This design comes from an exercise in tuning for small area on the open sky130 flow, not from production work. Only simulation tests tie the RTL to the original design; equivalence was not proved. Power figures rest on the tool's default switching activity, not on a simulated workload.

$ cat run.sh
#!/bin/bash
# synth_recipe.tcl (not shown) runs the flow's synth.tcl, then flattens the netlist and writes it again
# the make line also repeats each setting of config.mk as NAME=value (left out here)
make -C /OpenROAD-flow-scripts/flow DESIGN_CONFIG=/design/flow/config.mk WORK_HOME=/design/flow/orfs CLKGATE_MAP_FILE= SYNTH_SCRIPT=/design/flow/synth_recipe.tcl finish
$ cat config.mk
export PLATFORM = sky130hd
export DESIGN_NAME = noc_perm_bridge
export DESIGN_NICKNAME = noc_perm_bridge
export VERILOG_FILES = /design/flow/design.v
export SDC_FILE = /design/flow/constraint.sdc
export NUM_CORES = 4
export LEC_CHECK = 0
export CAP_MARGIN = 20
export CORE_MARGIN = 2
export CORE_UTILIZATION = 40
export SLEW_MARGIN = 20
$ cat constraint.sdc
create_clock -name core_clock -period 5.0 [get_ports {clk}]
set_input_delay 1.0000 -clock core_clock [delete_from_list [all_inputs] [get_ports {clk}]]
set_output_delay 1.0000 -clock core_clock [all_outputs]
set_load 0.01 [all_outputs]
$ cat design.v
`default_nettype none
package noc_pkg;
	typedef logic [7:0] byte_t;
	typedef logic [7:0] node_id_t;    
	typedef logic [2:0] len_code_t;   
	typedef logic [1:0] alen_code_t;  
	typedef logic [1:0] rc_t;
	typedef enum logic [2:0] {
		CMD_NOP   = 3'd0,
		CMD_READ  = 3'd1,
		CMD_WRITE = 3'd2
	} cmd_e;
	typedef struct packed {
		alen_code_t alen;
		len_code_t  dlen;
		cmd_e       cmd;
	} noc_hdr_t;
	typedef enum logic {
		RESP_WRITE,
		RESP_ERROR
	} resp_kind_e;
	typedef struct packed {
		resp_kind_e kind;
		rc_t        rc;
		node_id_t   dest;
		node_id_t   src;
		byte_t      length;  
	} resp_req_t;
	localparam rc_t RC_OK      = 2'd0;
	localparam rc_t RC_DROPPED = 2'd2;
	localparam logic [5:0] HDR_WRITE_RESP = 6'd4;
	localparam byte_t      HDR_ERROR_MSG  = 8'd5;
	localparam byte_t      MSG_ADDR       = 8'h42;
	localparam byte_t      MSG_ERR_ID     = 8'h03;
	function automatic logic [7:0] decode_alen(input logic [1:0] code);
		decode_alen = 8'd1 << code;
	endfunction
	function automatic logic [7:0] decode_dlen(input logic [2:0] code);
		decode_dlen = 8'd1 << code;
	endfunction
endpackage
`default_nettype wire
`default_nettype none
package perm_pkg;
	localparam int LANE_BYTES = 8;
	localparam int LANES_DEFAULT = 25;
	typedef logic [LANE_BYTES*8-1:0] lane_t;
	typedef logic [LANE_BYTES-1:0][7:0] lane_bytes_t;
endpackage
`default_nettype wire
`timescale 1ns/1ps
`default_nettype none
module len_counter #(
	parameter int WIDTH = 8
) (
	input  wire              clk,
	input  wire              rst,
	input  wire              load,
	input  wire [WIDTH-1:0]  load_value,
	input  wire              step,
	output logic [WIDTH-1:0] count,
	output logic             last
);
	always_ff @(posedge clk or posedge rst) begin
		if (rst) begin
			count <= '0;
		end else if (load) begin
			count <= load_value;  
		end else if (step && count != '0) begin
			count <= count - 1'b1;
		end
	end
	assign last = (count == WIDTH'(1));
endmodule
`default_nettype wire
`timescale 1ns/1ps
`default_nettype none
module noc_rx_fsm
(
	input  wire        clk,
	input  wire        rst,
	input  wire        noc_to_dev_ctl,
	input  wire noc_pkg::byte_t noc_to_dev_data,
	input  wire        field_last,
	output logic       field_load,
	output noc_pkg::byte_t      field_count,
	output logic       field_step,
	input  wire        buf_full,
	output logic       wr_en,
	output noc_pkg::byte_t      wr_byte,
	output logic       resp_valid,
	output noc_pkg::resp_req_t  resp
);
	typedef enum logic [2:0] {
		ST_IDLE,
		ST_DEST,
		ST_SRC,
		ST_ADDR,
		ST_DATA
	} rx_state_e;
	rx_state_e state;
	noc_pkg::noc_hdr_t  hdr_in;
	noc_pkg::noc_hdr_t  hdr_q;
	noc_pkg::node_id_t  dest_id;
	noc_pkg::node_id_t  src_id;
	noc_pkg::byte_t     acc_cnt;    
	noc_pkg::byte_t     acc_next;
	logic      drop_seen;
	logic      drop_next;
	logic      id_zero;
	assign hdr_in  = noc_pkg::noc_hdr_t'(noc_to_dev_data);
	assign id_zero = (noc_to_dev_data == '0);
	assign field_load  = (state == ST_SRC && !id_zero) || (state == ST_ADDR && field_last);
	assign field_count = (state == ST_ADDR) ? noc_pkg::decode_dlen(hdr_q.dlen) : noc_pkg::decode_alen(hdr_q.alen);
	assign field_step  = (state == ST_ADDR || state == ST_DATA) && !field_load;
	assign wr_en   = (state == ST_DATA);
	assign wr_byte = noc_to_dev_data;
	assign acc_next  = buf_full ? acc_cnt : acc_cnt + 1'b1;
	assign drop_next = drop_seen || buf_full;
	always_ff @(posedge clk or posedge rst) begin
		if (rst) begin
			state      <= ST_IDLE;
			hdr_q      <= '0;
			dest_id    <= '0;
			src_id     <= '0;
			acc_cnt    <= '0;
			drop_seen  <= 1'b0;
			resp_valid <= 1'b0;
		end else begin
			resp_valid <= 1'b0;
			case (state)
				ST_IDLE: begin
					if (noc_to_dev_ctl && hdr_in.cmd == noc_pkg::CMD_WRITE) begin
						hdr_q     <= hdr_in;
						acc_cnt   <= '0;
						drop_seen <= 1'b0;
						state     <= ST_DEST;
					end
				end
				ST_DEST: begin
					dest_id <= noc_to_dev_data;
					if (id_zero) begin
						resp_valid <= 1'b1;  
						state      <= ST_IDLE;
					end else begin
						state <= ST_SRC;
					end
				end
				ST_SRC: begin
					src_id <= noc_to_dev_data;
					if (id_zero) begin
						resp_valid <= 1'b1;
						state      <= ST_IDLE;
					end else begin
						state <= ST_ADDR;
					end
				end
				ST_ADDR: begin
					if (field_last)
						state <= ST_DATA;  
				end
				ST_DATA: begin
					acc_cnt   <= acc_next;
					drop_seen <= drop_next;
					if (field_last) begin
						resp_valid <= 1'b1;
						state      <= ST_IDLE;
					end
				end
				default: state <= ST_IDLE;
			endcase
		end
	end
	always_ff @(posedge clk) begin
		if (state == ST_DEST && id_zero) begin
			resp.kind   <= noc_pkg::RESP_ERROR;
			resp.rc     <= noc_pkg::RC_OK;
			resp.dest   <= noc_to_dev_data;
			resp.src    <= src_id;
			resp.length <= '0;
		end else if (state == ST_SRC && id_zero) begin
			resp.kind   <= noc_pkg::RESP_ERROR;
			resp.rc     <= noc_pkg::RC_OK;
			resp.dest   <= dest_id;
			resp.src    <= noc_to_dev_data;
			resp.length <= '0;
		end else if (state == ST_DATA && field_last) begin
			resp.kind   <= noc_pkg::RESP_WRITE;
			resp.rc     <= drop_next ? noc_pkg::RC_DROPPED : noc_pkg::RC_OK;
			resp.dest   <= src_id;
			resp.src    <= dest_id;
			resp.length <= acc_next;
		end
	end
endmodule
`default_nettype wire
`timescale 1ns/1ps
`default_nettype none
module state_buffer
#(
	parameter int LANES = perm_pkg::LANES_DEFAULT,
	localparam int LANE_W = $clog2(LANES + 1)
) (
	input  wire              clk,
	input  wire              rst,
	input  wire              wr_en,
	input  wire noc_pkg::byte_t       wr_byte,
	output logic             full,
	output logic             drain_load,
	output logic             drain_step,
	input  wire [LANE_W-1:0] lane_count,
	input  wire              stopin,
	output logic             pushin,
	output logic             firstin,
	output perm_pkg::lane_t            din
);
	localparam int TOTAL  = LANES * perm_pkg::LANE_BYTES;
	localparam int FILL_W = $clog2(TOTAL + 1);
	noc_pkg::byte_t    mem [TOTAL];  
	perm_pkg::lane_t   lane_rd;
	logic [FILL_W-1:0] fill;
	logic [LANE_W-1:0] lane_idx;
	logic              accept;
	logic              draining;
	assign full   = (fill == FILL_W'(TOTAL));
	assign accept = wr_en && !full;
	assign drain_load = accept && (fill == FILL_W'(TOTAL - 1));  
	assign draining   = full && (lane_count != '0);
	assign drain_step = draining && !stopin;
	assign lane_idx   = LANE_W'(LANES) - lane_count;
	always_comb begin
		for (int b = 0; b < perm_pkg::LANE_BYTES; b++)
			lane_rd[8*b +: 8] = mem[lane_idx * perm_pkg::LANE_BYTES + b];
	end
	always_ff @(posedge clk) begin
		if (accept)
			mem[fill] <= wr_byte;
	end
	always_ff @(posedge clk or posedge rst) begin
		if (rst) begin
			fill <= '0;
		end else if (accept) begin
			fill <= fill + 1'b1;
		end else if (drain_step && lane_count == LANE_W'(1)) begin
			fill <= '0;  
		end
	end
	always_ff @(posedge clk or posedge rst) begin
		if (rst) begin
			pushin  <= 1'b0;
			firstin <= 1'b0;
			din     <= '0;
		end else begin
			pushin  <= drain_step;
			firstin <= drain_step && (lane_count == LANE_W'(LANES));
			din     <= drain_step ? lane_rd : '0;
		end
	end
endmodule
`default_nettype wire
`timescale 1ns/1ps
`default_nettype none
module noc_resp_tx
(
	input  wire            clk,
	input  wire            rst,
	input  wire            resp_valid,
	input  wire noc_pkg::resp_req_t resp,
	output logic           noc_from_dev_ctl,
	output noc_pkg::byte_t          noc_from_dev_data
);
	typedef enum logic {
		TX_IDLE,
		TX_BODY
	} tx_state_e;
	tx_state_e  state;
	noc_pkg::resp_req_t  req;
	logic [2:0] idx;       
	logic [2:0] last_idx;
	noc_pkg::byte_t      hdr_byte;
	noc_pkg::byte_t      body_byte;
	assign last_idx = (req.kind == noc_pkg::RESP_ERROR) ? 3'd4 : 3'd3;
	assign hdr_byte = (resp.kind == noc_pkg::RESP_ERROR) ? noc_pkg::HDR_ERROR_MSG : {resp.rc, noc_pkg::HDR_WRITE_RESP};
	always_comb begin
		case (idx)
			3'd1:    body_byte = req.dest;
			3'd2:    body_byte = req.src;
			3'd3:    body_byte = (req.kind == noc_pkg::RESP_ERROR) ? noc_pkg::MSG_ADDR : req.length;
			default: body_byte = noc_pkg::MSG_ERR_ID;
		endcase
	end
	always_ff @(posedge clk) begin
		if (resp_valid)
			req <= resp;
	end
	always_ff @(posedge clk or posedge rst) begin
		if (rst) begin
			state             <= TX_IDLE;
			idx               <= '0;
			noc_from_dev_ctl  <= 1'b0;
			noc_from_dev_data <= '0;
		end else begin
			case (state)
				TX_IDLE: begin
					if (resp_valid) begin
						noc_from_dev_ctl  <= 1'b1;  
						noc_from_dev_data <= hdr_byte;
						idx               <= 3'd1;
						state             <= TX_BODY;
					end else begin
						noc_from_dev_ctl  <= 1'b0;
						noc_from_dev_data <= '0;
					end
				end
				TX_BODY: begin
					noc_from_dev_ctl  <= 1'b0;
					noc_from_dev_data <= body_byte;
					idx               <= idx + 1'b1;
					if (idx == last_idx)
						state <= TX_IDLE;
				end
				default: state <= TX_IDLE;
			endcase
		end
	end
endmodule
`default_nettype wire
`timescale 1ns/1ps
`default_nettype none
module noc_perm_bridge
#(
	parameter int LANES = perm_pkg::LANES_DEFAULT
) (
	input  wire        clk,
	input  wire        rst,
	input  wire        noc_to_dev_ctl,
	input  wire [7:0]  noc_to_dev_data,
	output logic       noc_from_dev_ctl,
	output logic [7:0] noc_from_dev_data,
	output logic       pushin,
	output logic       firstin,
	output logic [63:0] din,
	input  wire        stopin
);
	localparam int LANE_W = $clog2(LANES + 1);
	logic              field_load;
	logic              field_step;
	logic              field_last;
	noc_pkg::byte_t             field_count;
	logic              wr_en;
	noc_pkg::byte_t             wr_byte;
	logic              buf_full;
	logic              resp_valid;
	noc_pkg::resp_req_t         resp;
	logic              drain_load;
	logic              drain_step;
	logic [LANE_W-1:0] lane_count;
	noc_rx_fsm u_rx (
		.clk             (clk),
		.rst             (rst),
		.noc_to_dev_ctl  (noc_to_dev_ctl),
		.noc_to_dev_data (noc_to_dev_data),
		.field_last      (field_last),
		.field_load      (field_load),
		.field_count     (field_count),
		.field_step      (field_step),
		.buf_full        (buf_full),
		.wr_en           (wr_en),
		.wr_byte         (wr_byte),
		.resp_valid      (resp_valid),
		.resp            (resp)
	);
	len_counter #(.WIDTH(8)) u_field (
		.clk        (clk),
		.rst        (rst),
		.load       (field_load),
		.load_value (field_count),
		.step       (field_step),
		.count      (),
		.last       (field_last)
	);
	len_counter #(.WIDTH(LANE_W)) u_lane (
		.clk        (clk),
		.rst        (rst),
		.load       (drain_load),
		.load_value (LANE_W'(LANES)),
		.step       (drain_step),
		.count      (lane_count),
		.last       ()
	);
	state_buffer #(.LANES(LANES)) u_buf (
		.clk        (clk),
		.rst        (rst),
		.wr_en      (wr_en),
		.wr_byte    (wr_byte),
		.full       (buf_full),
		.drain_load (drain_load),
		.drain_step (drain_step),
		.lane_count (lane_count),
		.stopin     (stopin),
		.pushin     (pushin),
		.firstin    (firstin),
		.din        (din)
	);
	noc_resp_tx u_tx (
		.clk               (clk),
		.rst               (rst),
		.resp_valid        (resp_valid),
		.resp              (resp),
		.noc_from_dev_ctl  (noc_from_dev_ctl),
		.noc_from_dev_data (noc_from_dev_data)
	);
endmodule
`default_nettype wire
==> results of run 1 <==
cells in the mapped netlist (11+ instances only):
library cell / count
a21o_1: 45
a21oi_1: 75
a221oi_1: 11
a22oi_1: 97
buf_1: 15
buf_2: 69
buf_4: 28
clkbuf_1: 89
dfrtp_1: 134
edfxtp_1: 1641
ha_1: 16
inv_1: 15
mux2_2: 22
mux2i_1: 37
mux4_2: 388
nand2_1: 171
nand3_1: 76
nor2_1: 295
nor3_1: 11
o211ai_1: 46
o21ai_0: 26
o21ai_1: 15
o221ai_1: 15
placed cells by master, fill, tap and decap left out, types with 37 or more instances in the layout:
cell type / n
edfxtp_1: 1641
mux4_2: 388
nor2_1: 292
clkbuf_16: 183
nand2_1: 171
dfrtp_1: 132
a22oi_1: 97
clkdlybuf4s50_1: 78
nand3_1: 76
a21oi_1: 75
buf_4: 75
o211ai_1: 46
a21o_1: 45
clkbuf_1: 45
mux2i_1: 37
final timing paths:
kind	startpoint	endpoint	slack (ps)	cells past startpoint
max	u_rx.state[0]	u_buf.mem[77][1]	1190	6
max reg2reg	u_rx.state[0]	u_buf.mem[77][1]	1190	6
min	u_rx.resp[21]	u_tx.req[21]	410	0
min in group asynchronous	rst	u_buf.din[63]	720	2
max in group asynchronous	rst	u_field.count[5]	3320	3
min reg2reg	u_rx.resp[21]	u_tx.req[21]	410	0
critical path: stages (launching register included):
cell and delay, ps:
dfrtp_1 500, or3b_1 410, buf_4 220, a31oi_4 540, nand3_1 600, buf_4 450, nor2_1 690
power by group:
part / internal (mW) / leakage [nW] / switching, mW
Clock: 7.16 / 2.69 / 5.47
Sequential: 16.6 / 16.6 / 0.422
Combinational: 3.54 / 5.72 / 4.67
Total: 27.3 / 25.0 / 10.6
cell families after synthesis:
kind of cell / after synthesis / share of synthesized area (%)
XOR/XNOR: 17 / 0.238
flip-flops: 1785 / 76.6
adder cells (fa/ha/maj): 16 / 0.290
buffers and inverters: 223 / 1.55
AO/OA/AOI/OAI: 375 / 3.82
multiplexers: 447 / 13.6
AND/OR/NAND/NOR: 619 / 3.90
per-layer routing:
| layer | global-route usage (%) | vias to the layer above |
|---|---|---|
| met5 | 0 | - |
| met4 | 6.55 | 2 |
| met3 | 3.08 | 252 |
| met2 | 31.8 | 1111 |
| met1 | 26.8 | 18081 |
| li1 | - | 14407 |
final cells by class:
class                      instances  area (µm²)
fill                           14388       93400
sequential                      1785       52800
multi-input combinational       1474       15100
clock buffer                     243        4950
tap                             2310        2890
timing repair buffer             168        1580
clock inverter                    76         529
inverter                          17        70.1
antenna                            3        7.51
stage by stage:
step / power [mW] / cell area, µm² / utilization (%) / instances
finish: 37.9 / 78000 / 45.5 / 6076
global route: 39.3 / 78000 / 45.5 / 6074
CTS: 38.1 / 77900 / 45.5 / 6072
detailed placement: 25.6 / 72500 / 42.3 / 5753
global placement: 25.6 / 72500 / 42.3 / 5753
floorplan: 23.0 / 68900 / - / 3482
registers in the layout (all words and copies together) (netlist names), 3 cells and up:
register / flops
u_lane.count: 5
u_buf.fill: 8
u_rx.resp: 26
u_rx.hdr_q: 5
u_rx.src_id: 8
u_field.count: 8
u_rx.dest_id: 8
u_rx.acc_cnt: 8
u_buf.mem: 1600
u_tx.idx: 3
u_buf.din: 64
u_tx.noc_from_dev_data: 8
u_rx.state: 3
u_tx.req: 25
==> impl_results.md, run 1 <==
* Area leader, netlist: edfxtp_1
* Worst-margin pin slew at 1170 ps
* Initial Util at 40.2%
* HP Class: reg -> reg
* Clk_skew at around 18 ps
* Final Cycle Share at approximately 76%
* Htree depth at 4
* Vias per inst at 5.57
* Peak VDD IR at 0.000410 V
* Clock sinks at about 1800
* Die Wd at about 420 µm
* Type of the worst setup path: reg -> reg
* WHS at around 410 ps
* Worst path required time at 5410 ps
* Ys Warns at 5
* Die Ht at 419 µm
* Mapped Nets at between 3000 and 4000
* Io pins at 87
* Resized Gates After CTS at 0
* Status: finished clean
* Final-report hold violation count at 0
* Post-CTS Setup Repair Bufs at 0
* First-pass GRT wire length at approximately 250 mm
* Antenna violations before repair at 3
* Area growth, synth to finish at 13.1%
* Post-synth EDFFs at 1641
* RSZ-0062 raised after global routing: false
* Drt first pass iters at 7
* Max Cap Viol at 0
* Clk root buf: clkbuf_16
* Prevailing post-synth register cell: edfxtp_1
* # port buffers at 86
* Routed length on met3 at 9.61 mm
* Clock Latency Late Sink at 790 ps
* M1 wire length at approximately 70 mm
* Vias in the first global route at around 34000
* Synth Cell Area at approximately 70000 µm²
* Met2 Routed Length at roughly 84 mm
* Fmax achieved at ~260 MHz
* Largest net degree at the start of global routing at ~150
* P_leak at 25.0 nW
* PwrDens at 485 nW/µm²
* Asr flop ratio synth at 7.51%
* Post-route setup slack at between 1000 and 1500 ps
* Max_slew headroom at around 22%
* # DRC at 0
* Post-DP HPWL at between 100 and 150 mm
* Total global-route track usage at 19.5%
* 1st-iter DRT viols at between 3000 and 4000
* Detail Route Antenna Nets at 0
* Clock transition at path regs at around 60 ps
* Slew Viols, Final at 0
* Seq cells post-synth at ~1800
* Die Area at approximately 180000 µm²
* Syn Inst Count at ~3500
* Sequential share of the synthesized area at 76.6%
* Top-area cell type share of the netlist area at slightly above 70%
* Total core area at 171000 µm²
* Clock buffer depth at 3
* CP arrival at around 4200 ps
* Total routed wirelength at approximately 170 mm
* Syn_area_per_cell at just under 20 µm²
* Endpoint type of the worst setup path: register
* Setup-failing EPs final at 0
* Gpl congestion at just over 0.8
* Routed length per instance at approximately 28 µm
* Hold Buf Count CTS at 0
* Top cells by area, synth: edfxtp_1 71%, mux4_2 13%, dfrtp_1 4.9%
* Setup TNS at 0 ps
* Final min period at approximately 3800 ps
* CTS buffer count at between 150 and 200
* CTS tree: built
* Distinct cells, synth at between 60 and 70
* Pre-CTS setup slack at 1180 ps
* Nets at 3647
* Share of cells above drive strength 1 at around a fifth
* CP startpoint kind: register
* Global route total overflow at 0
* Max layer used: met5
* Crit path max fanout at 17
* Row Count at between 150 and 200
* Routed vias at roughly 34000
==> run 2: changes to the inputs <==
--- a/design.v
+++ b/design.v
@@ -216,25 +216,30 @@
 );
 	localparam int TOTAL  = LANES * perm_pkg::LANE_BYTES;
 	localparam int FILL_W = $clog2(TOTAL + 1);
-	noc_pkg::byte_t    mem [TOTAL];  
-	perm_pkg::lane_t   lane_rd;
+	noc_pkg::byte_t    col [perm_pkg::LANE_BYTES][LANES];  
+	perm_pkg::lane_t   head;
 	logic [FILL_W-1:0] fill;
-	logic [LANE_W-1:0] lane_idx;
 	logic              accept;
 	logic              draining;
+	logic              shift;
 	assign full   = (fill == FILL_W'(TOTAL));
 	assign accept = wr_en && !full;
 	assign drain_load = accept && (fill == FILL_W'(TOTAL - 1));  
 	assign draining   = full && (lane_count != '0);
 	assign drain_step = draining && !stopin;
-	assign lane_idx   = LANE_W'(LANES) - lane_count;
+	assign shift = drain_step && (lane_count != LANE_W'(LANES));
+	always_ff @(posedge clk) begin
+		for (int c = 0; c < perm_pkg::LANE_BYTES; c++) begin
+			if (shift || (accept && fill[2:0] == 3'(c))) begin
+				for (int p = 0; p < LANES - 1; p++)
+					col[c][p] <= col[c][p + 1];
+				col[c][LANES - 1] <= wr_byte;
+			end
+		end
+	end
 	always_comb begin
 		for (int b = 0; b < perm_pkg::LANE_BYTES; b++)
-			lane_rd[8*b +: 8] = mem[lane_idx * perm_pkg::LANE_BYTES + b];
-	end
-	always_ff @(posedge clk) begin
-		if (accept)
-			mem[fill] <= wr_byte;
+			head[8*b +: 8] = col[b][0];
 	end
 	always_ff @(posedge clk or posedge rst) begin
 		if (rst) begin
@@ -249,13 +254,12 @@
 		if (rst) begin
 			pushin  <= 1'b0;
 			firstin <= 1'b0;
-			din     <= '0;
 		end else begin
 			pushin  <= drain_step;
 			firstin <= drain_step && (lane_count == LANE_W'(LANES));
-			din     <= drain_step ? lane_rd : '0;
 		end
 	end
+	assign din = pushin ? head : '0;
 endmodule
 `default_nettype wire
 `timescale 1ns/1ps
==> run 2 against run 1 <==
Cell count fell by 29%. Critical endpoint is now u_buf.col[175][4]. Die area fell by 21%. Critical path type unchanged. Core utilization rose by 1.2 points. Critical path depth rose by 1. Global-route usage fell by 10 points. Largest cell class unchanged. Largest power group unchanged. Flip-flop and latch count fell by 64. Synthesized area fell by 21%. First-iteration DRC count fell by 53%. Sequential power fell by 6%. Worst hold slack got worse by 23 ps. Design area fell by 19%. Synthesized cell count fell by 38%.
==> impl_results.md, run 2 <==
* Total core area at between 100000 and 150000 µm²
* HP Class: reg -> reg
* 1st-iter DRT viols at 1686
* Worst setup path endpoint: u_buf.col[175][4]
* Routed length per instance at between 10 and 15 µm
* Ys Warns at 6
* Clk root buf: clkbuf_16
* Seq cells post-synth at about 1700
* Post-CTS Setup Repair Bufs at 0
* Top-area cell type share of the netlist area at between 90% and 100%
* P_leak at around 20 nW
* Slowest library cell on the worst path: a21o_4
* Clock sinks at 1721
* Syn Inst Count at between 2000 and 2500
* Synth Cell Area at 54200 µm²
* Final-report hold violation count at 0
* Top-count cell post-synth: edfxtp_1
* Worst-margin pin slew at 829 ps
* Resized Gates After CTS at 0
* Hold Buf Count CTS at 0
* Worst path cell trace: inv_1, ha_1, nand3b_1, a2111oi_4, and2_1, a21o_4, buf_12
* Asr flop ratio synth at between 4 and 5%
* Status: finished clean
* Fmax achieved at 277 MHz
* RR Endpoint: u_buf.col[175][4]
* Max_slew headroom at between 40 and 50%
* CTS tree: built
* Slew Viols, Final at 0
* Setup TNS at 0 ps
* Prevailing post-synth register cell: edfxtp_1
* Worst Reg-to-Reg Cells at 7
* Reg-to-Reg Start: u_buf.fill[0]
* RSZ-0062 raised after global routing: false
* # DRC at 0
* List of most frequent post-synthesis cells: 1641 x edfxtp_1, 70 x dfrtp_1, 67 x and2_1
* # port buffers at 86
* Type of the worst setup path: reg -> reg
* Top cells by area, synth: edfxtp_1 91%, dfrtp_1 3.2%, and2_1 0.77%
* Antenna violations before repair at 3
* Crit path max fanout at between 60 and 70
* Clock buffer depth at 3
* Distinct cells, synth at 79
* Sequential share of the synthesized area at between 90% and 100%
* Die Wd at ~370 µm
* Nets at ~2500
* CP arrival at ~4000 ps
* Vias per inst at ~4.4
* Top reg by flops: u_buf.col
* Endpoint type of the worst setup path: register
* Max Cap Viol at 0
* Area growth, synth to finish at 16.4%
* Reg-to-reg slack, setup at 1390 ps
* Vias in the first global route at ~20000
* Area leader, netlist: edfxtp_1
* Gpl congestion at about 0.75
* Final Cycle Share at around 72%
* Htree depth at 4
* Mapped Nets at 2179
* Share of cells above drive strength 1 at 12.8%
* Cell family with most CP delay: compound AO/OA/AOI/OAI gates
* Number of cells on the worst hold path at 0
* Die Ht at roughly 370 µm
* Setup-failing EPs final at 0
* PwrDens at 456 nW/µm²
* Syn_area_per_cell at roughly 25 µm²
* Total routed wirelength at between 60 and 70 mm
* Clock Latency Late Sink at between 700 and 800 ps
* WHS at a little under 400 ps
* CP startpoint kind: register
* Crit. Startpoint: u_buf.fill[0]
* Post-synth EDFFs at 1641
* Max reg flops at between 1500 and 2000
* Die Area at ~140000 µm²
* Peak VDD IR at about 0.00028 V
* ANT cells at 0
* Largest net degree at the start of global routing at approximately 120
* Clock transition at path regs at around 60 ps
* Detail Route Antenna Nets at 0
* Post-DP HPWL at ~34 mm
* Commonest non-fill, non-tap cells in the layout: 1641 x edfxtp_1, 168 x clkbuf_16, 86 x clkdlybuf4s50_1
* Initial Util at approximately 40%
* Global route total overflow at 0
* CP Depth at 7
* Io pins at 87
* Row Count at ~140
* First-pass GRT wire length at between 100 and 150 mm
* Commonest non-fill, non-tap cell in the layout: edfxtp_1
* CTS buffer count at 162
* Drt first pass iters at 5
* WP buf/inv at 2
* Clk_skew at 33.0 ps
* Total global-route track usage at a little under a tenth
* Worst path required time at ~5400 ps
* Critical path's largest stage delay at 630 ps
* Largest registers: u_buf.col: 1600 flops, u_rx.resp: 26 flops, u_tx.req: 25 flops
* Final min period at around 3600 ps
* Routed vias at about 19000
-- run 2: cell types whose count changed after synthesis, sizes merged, moves of 74 or more --
cell    change
nor2      -268
mux4      -388
nand2     -144
clkbuf     -74
buf       -101
a22oi      -90
-- run 2: routing by layer --
| metal | up-vias | track usage, % | part of all wire [%] |
|---|---|---|---|
| met4 | 2 | 3.84 | 2.8 |
| li1 | 9159 | - | - |
| met2 | 378 | 14.4 | 48 |
| met3 | 152 | 2.61 | 4.7 |
| met5 | - | 0 | 0.019 |
| met1 | 9505 | 11.8 | 45 |
-- run 2: layout make-up --
| type | instances | area [µm²] |
|---|---|---|
| fill | 10810 | 71900 |
| sequential | 1721 | 51200 |
| clock buffer | 206 | 4350 |
| multi-input combinational | 378 | 2800 |
| tap | 1781 | 2230 |
| timing repair buffer | 142 | 1490 |
| clock inverter | 90 | 887 |
| inverter | 21 | 80.1 |
-- run 2: worst reg2reg max path, cell delays in order (launching register included) --
cell and delay (ps):
dfrtp_1 440, inv_1 110, ha_1 280, nand3b_1 330
a2111oi_4 520, and2_1 510, a21o_4 630, buf_12 440
-- run 2: logic make-up (layout without fill, tap and decap cells) --
group | count (synthesis) | after routing | synth area share (%)
mux | 30 | 30 | 0.614
compound gates | 134 | 134 | 1.83
xor+xnor | 12 | 12 | 0.194
buf+inv | 52 | 459 | 0.418
fa+ha+maj | 16 | 16 | 0.369
simple gates | 186 | 186 | 2.03
flops | 1721 | 1721 | 94.5
-- run 2: worst min path at each step --
| stage | from | to | slack (ps) |
|---|---|---|---|
| 6_report | u_buf.col[93][2] | u_buf.col[92][2] | 390 |
| 5_1_grt | u_buf.col[93][0] | u_buf.col[92][0] | 390 |
| 4_1_cts | u_buf.col[94][6] | u_buf.col[93][6] | 380 |
| 3_5_place_dp | u_buf.col[102][1] | u_buf.col[101][1] | 400 |
| 3_3_place_gp | u_buf.col[92][6] | u_buf.col[91][6] | 400 |
| 2_1_floorplan | u_buf.col[1][0] | u_buf.col[0][0] | 400 |
-- run 2: stage by stage --
| step | instances | cell area, µm² | worst slack (ps) | utilization, % | total power, mW |
|---|---|---|---|---|---|
| after global routing | 4339 | 63100 | 1190 | 46.7 | 29.8 |
| after detailed placement | 4043 | 57800 | 1170 | 42.8 | 17.3 |
| after global placement | 4043 | 57800 | 1270 | 42.8 | 17.2 |
| after CTS | 4339 | 63100 | 1380 | 46.7 | 29.1 |
| after floorplan | 2151 | 54200 | 195 | - | 17.0 |
| final | 4339 | 63100 | 1390 | 46.7 | 28.7 |
-- run 2: power by group --
part	leakage, nW	switching (mW)	internal (mW)	total, mW
Clock	2.54	4.92	6.82	11.7
Sequential	15.7	0.237	15.8	16.0
Combinational	1.88	0.498	0.460	0.958

afterwards: timing with drivers on the ports:
How much do the figures lean on ideal ports? The routed layouts below were timed once more, with nothing changed but the port constraints.
Step 1 sets driving cells, clkbuf_16 on the clock port and buf_2 on the other inputs (assumed; they add their load-dependent delay and slew).
Step 2 also shifts input and output timing later by t, the mid clock arrival at the registers, as if the neighbouring blocks saw the same clock.
Three values: ideal, step 1, step 2; two values: the first two.
run	shift t [ns]	setup slack, ns	worst hold slack (ns)	pins driven straight from the clock port
run 1	0.863	1.188 / 1.188 / 1.154	0.414 / 0.414 / 0.414	1
run 2	0.792	1.388 / 1.388 / 1.129	0.391 / 0.391 / 0.391	1
After both steps every run listed still meets setup and hold. The setup slack of run 2, which loses most, moves by 0.000 ns with the drivers and by -0.259 ns with both steps.
